Background: an optimization exercise with open tools, aiming at small area and a short achievable clock period. Do not read the settings as production practice.
Where RTL was checked, it was by simulation tests only, not by an equivalence proof against the original.
Power and IR drop assume default switching activity.

==> 12-08 <==
==> flow/design.v <==
`default_nettype none
package setup_pkg;
	typedef struct packed {
		logic [6:0] rsvd_hi;
		logic       joy_swap;
		logic       rsvd_7;
		logic [1:0] isa_wait;
		logic [2:0] speed;
		logic       rsvd_1;
		logic       reset_req;
	} status_t;
	typedef struct packed {
		logic [4:0] cpu_speed;
		logic [7:0] wait_states;
		logic       joy_swap;
	} setup_t;
	typedef struct packed {
		logic [3:0]  btn0;
		logic [3:0]  btn1;
		logic [15:0] an0;
		logic [15:0] an1;
	} joy_in_t;
endpackage
`default_nettype wire
`default_nettype none
package xfer_pkg;
	typedef struct packed {
		logic       download;
		logic       wr;
		logic [6:0] addr;
		logic [7:0] data;
	} ioctl_t;
	typedef struct packed {
		logic [7:0] hi;
		logic [7:0] lo;
	} bios_bytes_t;
	typedef union packed {
		logic [15:0] word;
		bios_bytes_t bytes;
	} bios_word_u;
	typedef struct packed {
		logic       valid;
		logic [13:0] addr;
		bios_word_u data;
	} bios_out_t;
endpackage
`default_nettype wire
`timescale 1ns/1ps
`default_nettype none
module setup_ctrl (
	input  wire     clk_cpu,
	input  wire     reset_i,
	input  setup_pkg::status_t status_i,
	input  wire     loaded_i,
	output setup_pkg::setup_t  setup_o,
	output logic    sys_reset_o
);
	setup_pkg::setup_t setup_d;
	always_comb begin
		setup_d.joy_swap = status_i.joy_swap;
		case (status_i.speed)
			3'd1: setup_d.cpu_speed = 5'd1;
			3'd2: setup_d.cpu_speed = 5'd2;
			3'd3: setup_d.cpu_speed = 5'd3;
			3'd4: setup_d.cpu_speed = 5'd7;
			3'd5: setup_d.cpu_speed = 5'd15;
			3'd6: setup_d.cpu_speed = 5'd31;
			default: setup_d.cpu_speed = 5'd0;
		endcase
		case (status_i.isa_wait)
			2'd0: setup_d.wait_states = 8'd50;
			2'd1: setup_d.wait_states = 8'd100;
			2'd2: setup_d.wait_states = 8'd166;
			default: setup_d.wait_states = 8'd200;
		endcase
	end
	always_ff @(posedge clk_cpu) begin
		if (reset_i) begin
			setup_o.cpu_speed   <= 5'd0;
			setup_o.wait_states <= 8'd50;
			setup_o.joy_swap    <= 1'b0;
		end else begin
			setup_o <= setup_d;
		end
	end
	always_ff @(posedge clk_cpu) begin
		sys_reset_o <= reset_i | status_i.reset_req | ~loaded_i;
	end
endmodule
`default_nettype wire
`timescale 1ns/1ps
`default_nettype none
module bios_loader (
	input  wire         clk_cpu,
	input  wire         reset_i,
	input  xfer_pkg::ioctl_t      ioctl_i,
	input  wire         bios_credit_i,
	output xfer_pkg::bios_out_t   bios_o,
	output logic [15:0] bios_checksum_o,
	output logic        loaded_o
);
	localparam int AW = $clog2(64);
	localparam int PW = AW + 1;
	localparam int CW = $clog2(4 + 1);
	logic [15:0]  mem [64];
	xfer_pkg::bios_word_u  wr_word;
	logic [7:0]  lo_byte;
	logic        dl_q;
	logic [PW-1:0] wr_ptr;
	logic [13:0] word_addr;
	logic [CW-1:0] credits;
	logic        dl_rise;
	logic        dl_fall;
	logic        even_wr;
	logic        odd_wr;
	logic        send;
	assign dl_rise = ioctl_i.download & ~dl_q;
	assign dl_fall = ~ioctl_i.download & dl_q;
	assign even_wr = ioctl_i.download & ioctl_i.wr & ~ioctl_i.addr[0];
	assign odd_wr  = ioctl_i.download & ioctl_i.wr & ioctl_i.addr[0];
	assign send = ~dl_rise & (wr_ptr != word_addr[PW-1:0]) & (credits != '0);
	always_comb begin
		wr_word.bytes.hi = ioctl_i.data;
		wr_word.bytes.lo = lo_byte;
	end
	always_ff @(posedge clk_cpu) begin
		if (reset_i) begin
			dl_q            <= 1'b0;
			wr_ptr          <= '0;
			word_addr       <= '0;
			credits         <= CW'(4);
			bios_o.valid    <= 1'b0;
			bios_checksum_o <= '0;
			loaded_o        <= 1'b0;
		end else begin
			dl_q         <= ioctl_i.download;
			bios_o.valid <= send;
			wr_ptr       <= (dl_rise ? '0 : wr_ptr) + PW'(odd_wr);
			if (dl_rise) begin
				word_addr <= '0;
			end else if (send) begin
				word_addr <= word_addr + 14'd1;
			end
			if (bios_credit_i & ~send) begin
				credits <= credits + 1'b1;
			end else if (send & ~bios_credit_i) begin
				credits <= credits - 1'b1;
			end
			if (dl_rise) begin
				bios_checksum_o <= '0;
			end else if (bios_o.valid) begin
				bios_checksum_o <= bios_checksum_o + bios_o.data.word;
			end
			if (dl_fall) begin
				loaded_o <= 1'b1;
			end
		end
	end
	always_ff @(posedge clk_cpu) begin
		if (even_wr) begin
			lo_byte <= ioctl_i.data;
		end
		if (odd_wr) begin
			mem[ioctl_i.addr[AW:1]] <= wr_word.word;
		end
		if (send) begin
			bios_o.addr <= word_addr;
			bios_o.data <= mem[word_addr[AW-1:0]];
		end
	end
endmodule
`default_nettype wire
`timescale 1ns/1ps
`default_nettype none
module game_port (
	input  wire        clk_cpu,
	input  wire        reset_i,
	input  setup_pkg::setup_t     setup_i,
	input  setup_pkg::joy_in_t    joy_i,
	input  wire        joy_wr_i,
	output logic [7:0] gpio_o
);
	logic [8:0]  div_cnt;
	logic        tick;
	logic [7:0]  axis_cnt;
	logic [3:0]  axis_q;
	logic [3:0]  btn_q;
	logic [15:0] joy_a;
	logic [15:0] joy_b;
	logic [7:0]  axis_off [4];
	assign tick = div_cnt >= {setup_i.cpu_speed, 4'hF};
	assign joy_a = setup_i.joy_swap ? joy_i.an1 : joy_i.an0;
	assign joy_b = setup_i.joy_swap ? joy_i.an0 : joy_i.an1;
	always_comb begin
		axis_off[0] = joy_b[15:8] ^ 8'h80;
		axis_off[1] = joy_b[7:0] ^ 8'h80;
		axis_off[2] = joy_a[15:8] ^ 8'h80;
		axis_off[3] = joy_a[7:0] ^ 8'h80;
	end
	always_ff @(posedge clk_cpu) begin
		if (reset_i) begin
			div_cnt  <= '0;
			axis_cnt <= 8'hFF;
			axis_q   <= '0;
		end else if (joy_wr_i) begin
			div_cnt  <= '0;
			axis_cnt <= '0;
			axis_q   <= 4'hF;
		end else begin
			div_cnt <= tick ? '0 : div_cnt + 9'd1;
			if (axis_cnt != 8'hFF) begin
				for (int k = 0; k < 4; k++) begin
					if (axis_cnt == axis_off[k]) begin
						axis_q[k] <= 1'b0;
					end
				end
				if (tick) begin
					axis_cnt <= axis_cnt + 8'd1;
				end
			end else begin
				axis_q <= '0;
			end
		end
	end
	always_ff @(posedge clk_cpu) begin
		if (setup_i.joy_swap) begin
			btn_q <= ~{joy_i.btn1[1:0], joy_i.btn0[1:0]};
		end else begin
			btn_q <= ~{joy_i.btn0[1:0], joy_i.btn1[1:0]};
		end
	end
	assign gpio_o = {btn_q, axis_q};
endmodule
`default_nettype wire
`timescale 1ns/1ps
`default_nettype none
module cen_gen #(
	parameter int unsigned INC = 1,
	parameter int unsigned MOD = 2
) (
	input  wire  clk_cpu,
	input  wire  reset_i,
	output logic cen_o
);
	localparam int AW = $clog2(2 * MOD);
	logic [AW-1:0] acc;
	logic [AW-1:0] acc_sum;
	assign acc_sum = acc + AW'(INC);
	always_ff @(posedge clk_cpu) begin
		if (reset_i) begin
			acc   <= '0;
			cen_o <= 1'b0;
		end else if (acc_sum >= AW'(MOD)) begin
			acc   <= acc_sum - AW'(MOD);
			cen_o <= 1'b1;
		end else begin
			acc   <= acc_sum;
			cen_o <= 1'b0;
		end
	end
endmodule
`default_nettype wire
`timescale 1ns/1ps
`default_nettype none
module next186_glue (
	input  wire         clk_cpu,
	input  wire         reset_i,
	input  setup_pkg::status_t     status_i,
	input  xfer_pkg::ioctl_t      ioctl_i,
	input  wire         bios_credit_i,
	input  setup_pkg::joy_in_t     joy_i,
	input  wire         joy_wr_i,
	output setup_pkg::setup_t      setup_o,
	output logic        sys_reset_o,
	output xfer_pkg::bios_out_t   bios_o,
	output logic [15:0] bios_checksum_o,
	output logic [7:0]  gpio_o,
	output logic        cen_opl2_o,
	output logic        cen_audio_o
);
	logic bios_loaded;
	setup_ctrl u_setup_ctrl (
		.clk_cpu     (clk_cpu),
		.reset_i     (reset_i),
		.status_i    (status_i),
		.loaded_i    (bios_loaded),
		.setup_o     (setup_o),
		.sys_reset_o (sys_reset_o)
	);
	bios_loader u_bios_loader (
		.clk_cpu         (clk_cpu),
		.reset_i         (reset_i),
		.ioctl_i         (ioctl_i),
		.bios_credit_i   (bios_credit_i),
		.bios_o          (bios_o),
		.bios_checksum_o (bios_checksum_o),
		.loaded_o        (bios_loaded)
	);
	game_port u_game_port (
		.clk_cpu  (clk_cpu),
		.reset_i  (reset_i),
		.setup_i  (setup_o),
		.joy_i    (joy_i),
		.joy_wr_i (joy_wr_i),
		.gpio_o   (gpio_o)
	);
	cen_gen #(
		.INC (358),
		.MOD (50 * 100)
	) u_cen_opl2 (
		.clk_cpu (clk_cpu),
		.reset_i (reset_i),
		.cen_o   (cen_opl2_o)
	);
	cen_gen #(
		.INC (44100),
		.MOD (50 * 1000000)
	) u_cen_audio (
		.clk_cpu (clk_cpu),
		.reset_i (reset_i),
		.cen_o   (cen_audio_o)
	);
endmodule
`default_nettype wire
`timescale 1ns/1ps
`default_nettype none
module next186_glue_top (
	input  wire         clk_cpu,
	input  wire         reset_i,
	input  wire  [15:0] status_i,
	input  wire  [16:0] ioctl_i,
	input  wire         bios_credit_i,
	input  wire  [39:0] joy_i,
	input  wire         joy_wr_i,
	output wire  [13:0] setup_o,
	output wire         sys_reset_o,
	output wire  [30:0] bios_o,
	output wire  [15:0] bios_checksum_o,
	output wire  [7:0]  gpio_o,
	output wire         cen_opl2_o,
	output wire         cen_audio_o
);
	setup_pkg::setup_t  setup_s;
	xfer_pkg::bios_out_t bios_s;
	next186_glue u_glue (
		.clk_cpu         (clk_cpu),
		.reset_i         (reset_i),
		.status_i        (setup_pkg::status_t'(status_i)),
		.ioctl_i         (xfer_pkg::ioctl_t'(ioctl_i)),
		.bios_credit_i   (bios_credit_i),
		.joy_i           (setup_pkg::joy_in_t'(joy_i)),
		.joy_wr_i        (joy_wr_i),
		.setup_o         (setup_s),
		.sys_reset_o     (sys_reset_o),
		.bios_o          (bios_s),
		.bios_checksum_o (bios_checksum_o),
		.gpio_o          (gpio_o),
		.cen_opl2_o      (cen_opl2_o),
		.cen_audio_o     (cen_audio_o)
	);
	assign setup_o = setup_s;
	assign bios_o  = bios_s;
endmodule
`default_nettype wire
==> flow/run.sh <==
#!/bin/bash
# synth_recipe.tcl (not shown) runs the flow's synth.tcl, then flattens the netlist and writes it again
# the make line also repeats each setting of config.mk as NAME=value (left out here)
make -C /OpenROAD-flow-scripts/flow DESIGN_CONFIG=/design/flow/config.mk WORK_HOME=/design/flow/orfs CLKGATE_MAP_FILE= SYNTH_SCRIPT=/design/flow/synth_recipe.tcl finish
==> flow/config.mk <==
export PLATFORM = sky130hd
export DESIGN_NAME = next186_glue_top
export DESIGN_NICKNAME = next186_glue_top
export VERILOG_FILES = /design/flow/design.v
export SDC_FILE = /design/flow/constraint.sdc
export NUM_CORES = 4
export LEC_CHECK = 0
export CAP_MARGIN = 20
export CORE_MARGIN = 2
export CORE_UTILIZATION = 40
export SLEW_MARGIN = 20
==> flow/constraint.sdc <==
create_clock -name core_clock -period 3.0 [get_ports {clk_cpu}]
set_input_delay 0.6000 -clock core_clock [delete_from_list [all_inputs] [get_ports {clk_cpu}]]
set_output_delay 0.6000 -clock core_clock [all_outputs]
set_load 0.01 [all_outputs]
==> 11-23: changes against 12-08 <==
--- a/flow/design.v
+++ b/flow/design.v
@@ -102,44 +102,54 @@
 	localparam int AW = $clog2(64);
 	localparam int PW = AW + 1;
 	localparam int CW = $clog2(4 + 1);
-	logic [15:0]  mem [64];
-	xfer_pkg::bios_word_u  wr_word;
-	logic [7:0]  lo_byte;
-	logic        dl_q;
+	logic [15:0]   mem [64];
+	logic [7:0]    lo_byte;
+	logic          dl_q;
 	logic [PW-1:0] wr_ptr;
-	logic [13:0] word_addr;
+	logic [PW-1:0] rd_ptr;
+	logic [13:0]   last_addr;
 	logic [CW-1:0] credits;
-	logic        dl_rise;
-	logic        dl_fall;
-	logic        even_wr;
-	logic        odd_wr;
-	logic        send;
+	logic          valid_q;
+	logic [15:0]   data_q;
+	logic          dl_rise;
+	logic          dl_fall;
+	logic          even_wr;
+	logic          odd_wr;
+	logic          send;
+	logic [64-1:0] rsel;
+	logic [15:0]   rd_word;
+	always_comb begin
+		rd_word = '0;
+		for (int i = 0; i < 64; i++) begin
+			rsel[i] = rd_ptr[AW-1:0] == AW'(i);
+			rd_word = rd_word | ({16{rsel[i]}} & mem[i]);
+		end
+	end
 	assign dl_rise = ioctl_i.download & ~dl_q;
 	assign dl_fall = ~ioctl_i.download & dl_q;
 	assign even_wr = ioctl_i.download & ioctl_i.wr & ~ioctl_i.addr[0];
 	assign odd_wr  = ioctl_i.download & ioctl_i.wr & ioctl_i.addr[0];
-	assign send = ~dl_rise & (wr_ptr != word_addr[PW-1:0]) & (credits != '0);
-	always_comb begin
-		wr_word.bytes.hi = ioctl_i.data;
-		wr_word.bytes.lo = lo_byte;
-	end
+	assign send = ~dl_rise & (wr_ptr != rd_ptr) & (credits != '0);
 	always_ff @(posedge clk_cpu) begin
 		if (reset_i) begin
 			dl_q            <= 1'b0;
 			wr_ptr          <= '0;
-			word_addr       <= '0;
+			rd_ptr          <= '0;
+			last_addr       <= '1;
 			credits         <= CW'(4);
-			bios_o.valid    <= 1'b0;
+			valid_q         <= 1'b0;
 			bios_checksum_o <= '0;
 			loaded_o        <= 1'b0;
 		end else begin
-			dl_q         <= ioctl_i.download;
-			bios_o.valid <= send;
-			wr_ptr       <= (dl_rise ? '0 : wr_ptr) + PW'(odd_wr);
+			dl_q    <= ioctl_i.download;
+			valid_q <= send;
+			wr_ptr  <= (dl_rise ? '0 : wr_ptr) + PW'(odd_wr);
 			if (dl_rise) begin
-				word_addr <= '0;
+				rd_ptr    <= '0;
+				last_addr <= '1;
 			end else if (send) begin
-				word_addr <= word_addr + 14'd1;
+				rd_ptr    <= rd_ptr + 1'b1;
+				last_addr <= last_addr + 1'b1;
 			end
 			if (bios_credit_i & ~send) begin
 				credits <= credits + 1'b1;
@@ -148,8 +158,8 @@
 			end
 			if (dl_rise) begin
 				bios_checksum_o <= '0;
-			end else if (bios_o.valid) begin
-				bios_checksum_o <= bios_checksum_o + bios_o.data.word;
+			end else if (valid_q) begin
+				bios_checksum_o <= bios_checksum_o + data_q;
 			end
 			if (dl_fall) begin
 				loaded_o <= 1'b1;
@@ -161,13 +171,15 @@
 			lo_byte <= ioctl_i.data;
 		end
 		if (odd_wr) begin
-			mem[ioctl_i.addr[AW:1]] <= wr_word.word;
+			mem[ioctl_i.addr[AW:1]] <= {ioctl_i.data, lo_byte};
 		end
 		if (send) begin
-			bios_o.addr <= word_addr;
-			bios_o.data <= mem[word_addr[AW-1:0]];
+			data_q <= rd_word;
 		end
 	end
+	assign bios_o.valid = valid_q;
+	assign bios_o.addr  = last_addr;
+	assign bios_o.data  = data_q;
 endmodule
 `default_nettype wire
 `timescale 1ns/1ps
@@ -185,18 +197,16 @@
 	logic [7:0]  axis_cnt;
 	logic [3:0]  axis_q;
 	logic [3:0]  btn_q;
-	logic [15:0] joy_a;
-	logic [15:0] joy_b;
-	logic [7:0]  axis_off [4];
+	logic [3:0]  hit_raw;
+	logic [3:0]  hit;
+	logic [7:0]  cnt_s;
 	assign tick = div_cnt >= {setup_i.cpu_speed, 4'hF};
-	assign joy_a = setup_i.joy_swap ? joy_i.an1 : joy_i.an0;
-	assign joy_b = setup_i.joy_swap ? joy_i.an0 : joy_i.an1;
-	always_comb begin
-		axis_off[0] = joy_b[15:8] ^ 8'h80;
-		axis_off[1] = joy_b[7:0] ^ 8'h80;
-		axis_off[2] = joy_a[15:8] ^ 8'h80;
-		axis_off[3] = joy_a[7:0] ^ 8'h80;
-	end
+	assign cnt_s = axis_cnt ^ 8'h80;
+	assign hit_raw[0] = joy_i.an1[15:8] == cnt_s;
+	assign hit_raw[1] = joy_i.an1[7:0]  == cnt_s;
+	assign hit_raw[2] = joy_i.an0[15:8] == cnt_s;
+	assign hit_raw[3] = joy_i.an0[7:0]  == cnt_s;
+	assign hit = setup_i.joy_swap ? {hit_raw[1:0], hit_raw[3:2]} : hit_raw;
 	always_ff @(posedge clk_cpu) begin
 		if (reset_i) begin
 			div_cnt  <= '0;
@@ -209,11 +219,7 @@
 		end else begin
 			div_cnt <= tick ? '0 : div_cnt + 9'd1;
 			if (axis_cnt != 8'hFF) begin
-				for (int k = 0; k < 4; k++) begin
-					if (axis_cnt == axis_off[k]) begin
-						axis_q[k] <= 1'b0;
-					end
-				end
+				axis_q <= axis_q & ~hit;
 				if (tick) begin
 					axis_cnt <= axis_cnt + 8'd1;
 				end
@@ -242,20 +248,36 @@
 	input  wire  reset_i,
 	output logic cen_o
 );
-	localparam int AW = $clog2(2 * MOD);
+	function automatic integer gcd(input integer a, input integer b);
+		integer x, y, t;
+		x = a;
+		y = b;
+		while (y != 0) begin
+			t = x % y;
+			x = y;
+			y = t;
+		end
+		gcd = x;
+	endfunction
+	localparam integer G  = gcd(INC, MOD);
+	localparam integer I  = INC / G;
+	localparam integer M  = MOD / G;
+	localparam integer AW = $clog2(M);
+	localparam integer TOP = 1 << AW;
+	localparam logic [AW-1:0] RST = AW'(TOP - M);
+	localparam logic [AW-1:0] LIM = AW'(TOP - I);
+	localparam logic [AW-1:0] STEP   = AW'(I);
+	localparam logic [AW-1:0] STEP_W = AW'(TOP + I - M);
 	logic [AW-1:0] acc;
-	logic [AW-1:0] acc_sum;
-	assign acc_sum = acc + AW'(INC);
+	logic          wrap;
+	assign wrap = acc >= LIM;
 	always_ff @(posedge clk_cpu) begin
 		if (reset_i) begin
-			acc   <= '0;
+			acc   <= RST;
 			cen_o <= 1'b0;
-		end else if (acc_sum >= AW'(MOD)) begin
-			acc   <= acc_sum - AW'(MOD);
-			cen_o <= 1'b1;
 		end else begin
-			acc   <= acc_sum;
-			cen_o <= 1'b0;
+			acc   <= acc + (wrap ? STEP_W : STEP);
+			cen_o <= wrap;
 		end
 	end
 endmodule
==> 01-21: changes against 12-08 <==
--- a/flow/design.v
+++ b/flow/design.v
@@ -102,44 +102,67 @@
 	localparam int AW = $clog2(64);
 	localparam int PW = AW + 1;
 	localparam int CW = $clog2(4 + 1);
-	logic [15:0]  mem [64];
-	xfer_pkg::bios_word_u  wr_word;
-	logic [7:0]  lo_byte;
-	logic        dl_q;
+	logic [15:0]   mem [64];
+	logic [7:0]    lo_byte;
+	logic          dl_q;
 	logic [PW-1:0] wr_ptr;
-	logic [13:0] word_addr;
+	logic [PW-1:0] rd_ptr;
+	logic [13:0]   last_addr;
 	logic [CW-1:0] credits;
-	logic        dl_rise;
-	logic        dl_fall;
-	logic        even_wr;
-	logic        odd_wr;
-	logic        send;
+	logic          valid_q;
+	logic [15:0]   data_q;
+	logic          dl_rise;
+	logic          dl_fall;
+	logic          even_wr;
+	logic          odd_wr;
+	logic          send;
+	logic [7:0]    rd_lo;
+	logic [7:0]    rd_hi;
+	logic [15:0]   grp [8];
+	logic [15:0]   rd_word;
+	always_comb begin
+		rd_word = '0;
+		for (int j = 0; j < 8; j++) begin
+			grp[j] = '0;
+			for (int k = 0; k < 8; k++) begin
+				grp[j] = grp[j] | ({16{rd_lo[k]}} & mem[8*j+k]);
+			end
+			rd_word = rd_word | ({16{rd_hi[j]}} & grp[j]);
+		end
+	end
 	assign dl_rise = ioctl_i.download & ~dl_q;
 	assign dl_fall = ~ioctl_i.download & dl_q;
 	assign even_wr = ioctl_i.download & ioctl_i.wr & ~ioctl_i.addr[0];
 	assign odd_wr  = ioctl_i.download & ioctl_i.wr & ioctl_i.addr[0];
-	assign send = ~dl_rise & (wr_ptr != word_addr[PW-1:0]) & (credits != '0);
-	always_comb begin
-		wr_word.bytes.hi = ioctl_i.data;
-		wr_word.bytes.lo = lo_byte;
-	end
+	assign send = ~dl_rise & (wr_ptr != rd_ptr) & (credits != '0);
 	always_ff @(posedge clk_cpu) begin
 		if (reset_i) begin
 			dl_q            <= 1'b0;
 			wr_ptr          <= '0;
-			word_addr       <= '0;
+			rd_ptr          <= '0;
+			rd_lo           <= 8'd1;
+			rd_hi           <= 8'd1;
+			last_addr       <= '1;
 			credits         <= CW'(4);
-			bios_o.valid    <= 1'b0;
+			valid_q         <= 1'b0;
 			bios_checksum_o <= '0;
 			loaded_o        <= 1'b0;
 		end else begin
-			dl_q         <= ioctl_i.download;
-			bios_o.valid <= send;
-			wr_ptr       <= (dl_rise ? '0 : wr_ptr) + PW'(odd_wr);
+			dl_q    <= ioctl_i.download;
+			valid_q <= send;
+			wr_ptr  <= (dl_rise ? '0 : wr_ptr) + PW'(odd_wr);
 			if (dl_rise) begin
-				word_addr <= '0;
+				rd_ptr    <= '0;
+				rd_lo     <= 8'd1;
+				rd_hi     <= 8'd1;
+				last_addr <= '1;
 			end else if (send) begin
-				word_addr <= word_addr + 14'd1;
+				rd_ptr    <= rd_ptr + 1'b1;
+				rd_lo     <= {rd_lo[6:0], rd_lo[7]};
+				if (rd_lo[7]) begin
+					rd_hi <= {rd_hi[6:0], rd_hi[7]};
+				end
+				last_addr <= last_addr + 1'b1;
 			end
 			if (bios_credit_i & ~send) begin
 				credits <= credits + 1'b1;
@@ -148,8 +171,8 @@
 			end
 			if (dl_rise) begin
 				bios_checksum_o <= '0;
-			end else if (bios_o.valid) begin
-				bios_checksum_o <= bios_checksum_o + bios_o.data.word;
+			end else if (valid_q) begin
+				bios_checksum_o <= bios_checksum_o + data_q;
 			end
 			if (dl_fall) begin
 				loaded_o <= 1'b1;
@@ -161,13 +184,15 @@
 			lo_byte <= ioctl_i.data;
 		end
 		if (odd_wr) begin
-			mem[ioctl_i.addr[AW:1]] <= wr_word.word;
+			mem[ioctl_i.addr[AW:1]] <= {ioctl_i.data, lo_byte};
 		end
 		if (send) begin
-			bios_o.addr <= word_addr;
-			bios_o.data <= mem[word_addr[AW-1:0]];
+			data_q <= rd_word;
 		end
 	end
+	assign bios_o.valid = valid_q;
+	assign bios_o.addr  = last_addr;
+	assign bios_o.data  = data_q;
 endmodule
 `default_nettype wire
 `timescale 1ns/1ps
@@ -185,18 +210,16 @@
 	logic [7:0]  axis_cnt;
 	logic [3:0]  axis_q;
 	logic [3:0]  btn_q;
-	logic [15:0] joy_a;
-	logic [15:0] joy_b;
-	logic [7:0]  axis_off [4];
+	logic [3:0]  hit_raw;
+	logic [3:0]  hit;
+	logic [7:0]  cnt_s;
 	assign tick = div_cnt >= {setup_i.cpu_speed, 4'hF};
-	assign joy_a = setup_i.joy_swap ? joy_i.an1 : joy_i.an0;
-	assign joy_b = setup_i.joy_swap ? joy_i.an0 : joy_i.an1;
-	always_comb begin
-		axis_off[0] = joy_b[15:8] ^ 8'h80;
-		axis_off[1] = joy_b[7:0] ^ 8'h80;
-		axis_off[2] = joy_a[15:8] ^ 8'h80;
-		axis_off[3] = joy_a[7:0] ^ 8'h80;
-	end
+	assign cnt_s = axis_cnt ^ 8'h80;
+	assign hit_raw[0] = joy_i.an1[15:8] == cnt_s;
+	assign hit_raw[1] = joy_i.an1[7:0]  == cnt_s;
+	assign hit_raw[2] = joy_i.an0[15:8] == cnt_s;
+	assign hit_raw[3] = joy_i.an0[7:0]  == cnt_s;
+	assign hit = setup_i.joy_swap ? {hit_raw[1:0], hit_raw[3:2]} : hit_raw;
 	always_ff @(posedge clk_cpu) begin
 		if (reset_i) begin
 			div_cnt  <= '0;
@@ -209,11 +232,7 @@
 		end else begin
 			div_cnt <= tick ? '0 : div_cnt + 9'd1;
 			if (axis_cnt != 8'hFF) begin
-				for (int k = 0; k < 4; k++) begin
-					if (axis_cnt == axis_off[k]) begin
-						axis_q[k] <= 1'b0;
-					end
-				end
+				axis_q <= axis_q & ~hit;
 				if (tick) begin
 					axis_cnt <= axis_cnt + 8'd1;
 				end
@@ -242,20 +261,36 @@
 	input  wire  reset_i,
 	output logic cen_o
 );
-	localparam int AW = $clog2(2 * MOD);
+	function automatic integer gcd(input integer a, input integer b);
+		integer x, y, t;
+		x = a;
+		y = b;
+		while (y != 0) begin
+			t = x % y;
+			x = y;
+			y = t;
+		end
+		gcd = x;
+	endfunction
+	localparam integer G  = gcd(INC, MOD);
+	localparam integer I  = INC / G;
+	localparam integer M  = MOD / G;
+	localparam integer AW = $clog2(M);
+	localparam integer TOP = 1 << AW;
+	localparam logic [AW-1:0] RST = AW'(TOP - M);
+	localparam logic [AW-1:0] LIM = AW'(TOP - I);
+	localparam logic [AW-1:0] STEP   = AW'(I);
+	localparam logic [AW-1:0] STEP_W = AW'(TOP + I - M);
 	logic [AW-1:0] acc;
-	logic [AW-1:0] acc_sum;
-	assign acc_sum = acc + AW'(INC);
+	logic          wrap;
+	assign wrap = acc >= LIM;
 	always_ff @(posedge clk_cpu) begin
 		if (reset_i) begin
-			acc   <= '0;
+			acc   <= RST;
 			cen_o <= 1'b0;
-		end else if (acc_sum >= AW'(MOD)) begin
-			acc   <= acc_sum - AW'(MOD);
-			cen_o <= 1'b1;
 		end else begin
-			acc   <= acc_sum;
-			cen_o <= 1'b0;
+			acc   <= acc + (wrap ? STEP_W : STEP);
+			cen_o <= wrap;
 		end
 	end
 endmodule
CORE_UTILIZATION = 60   (was 40)
CTS_CLUSTER_DIAMETER = 80   (was not set)
CTS_CLUSTER_SIZE = 24   (was not set)
==> impl_metrics.csv <==
group,metric,value,unit
final_layout,n_all_inverters,35,
pwr,powerDensity,600,nW/um^2
final_layout,stdcell_count,5095,
worst_setup_path,crit_buf_inv,2,
sta,setup_slack,-0.0311,ns
floorplan,nWellTaps,1488,
status,failed_checks,"setup timing",
clocking,cts_buffers,117,
clocking,clk_latency,0.72,ns
floorplan,rows,122,
sta,setup_viol,3,
status,status,"failed layout checks",
(the above is from 11-23)
==> impl_metrics.csv <==
group,metric,value,unit
status,status,"complete, no violations",
clocking,clk_latency,0.67,ns
final_layout,n_all_inverters,27,
sta,setup_viol,0,
final_layout,stdcell_count,4034,
floorplan,die_h,277,um
sta,setup_slack,0.0613,ns
floorplan,nWellTaps,969,
global_routing,grtUsageMet2,0.506,
worst_setup_path,crit_buf_inv,1,
pwr,powerDensity,569,nW/um^2
floorplan,rows,100,
pwr,p_sw,6.26,mW
(the above is from 01-21)
==> impl_metrics.csv <==
group,metric,value,unit
worst_setup_path,crit_buf_inv,1,
pwr,powerDensity,613,nW/um^2
sta,setup_slack,0.0665,ns
floorplan,nWellTaps,1612,
final_layout,ff_latch_area,34400,um^2
final_layout,n_all_inverters,28,
clocking,clk_latency,0.72,ns
clocking,cts_buffers,120,
sta,setup_viol,0,
final_layout,stdcell_count,4561,
floorplan,rows,127,
status,status,"complete, no violations",
(the above is from 12-08)
Only the layout flow was run in 01-21; the RTL was not checked for function there.

==> static timing again, ports no longer ideal <==
In the flow no input, the clock included, has a driving cell. The finished layouts below were timed again as built, in two steps.
Step 1, drivers: a clkbuf_16 drives clk_cpu and a buf_2 each remaining input, both assumed.
Step 2 also shifts input and output timing later by t, the mid clock arrival at the registers, as if the neighbouring blocks saw the same clock.
a / b / c = no drivers / after step 1 / after step 2; a / b = the first two.
| run | t (ns) | slack for setup (ns) | worst hold slack (ns) | worst setup path at the end | pins driven straight from the clock port |
|---|---|---|---|---|---|
| 12-08 | 0.777 | 0.066 / 0.066 / -0.071 | 0.329 / 0.278 / 0.460 | input to register | 1 |
| 11-23 | 0.774 | -0.031 / -0.031 / -0.031 | 0.262 / 0.219 / 0.388 | register to register | 1 |
| 01-21 | 0.721 | 0.061 / 0.061 / 0.000 | 0.316 / 0.263 / 0.432 | input to register | 1 |
Met with ideal ports but missed after step 2: setup timing in 12-08. For 12-08, which loses most, drivers alone change the setup slack by 0.000 ns; drivers and shift together by -0.137 ns.
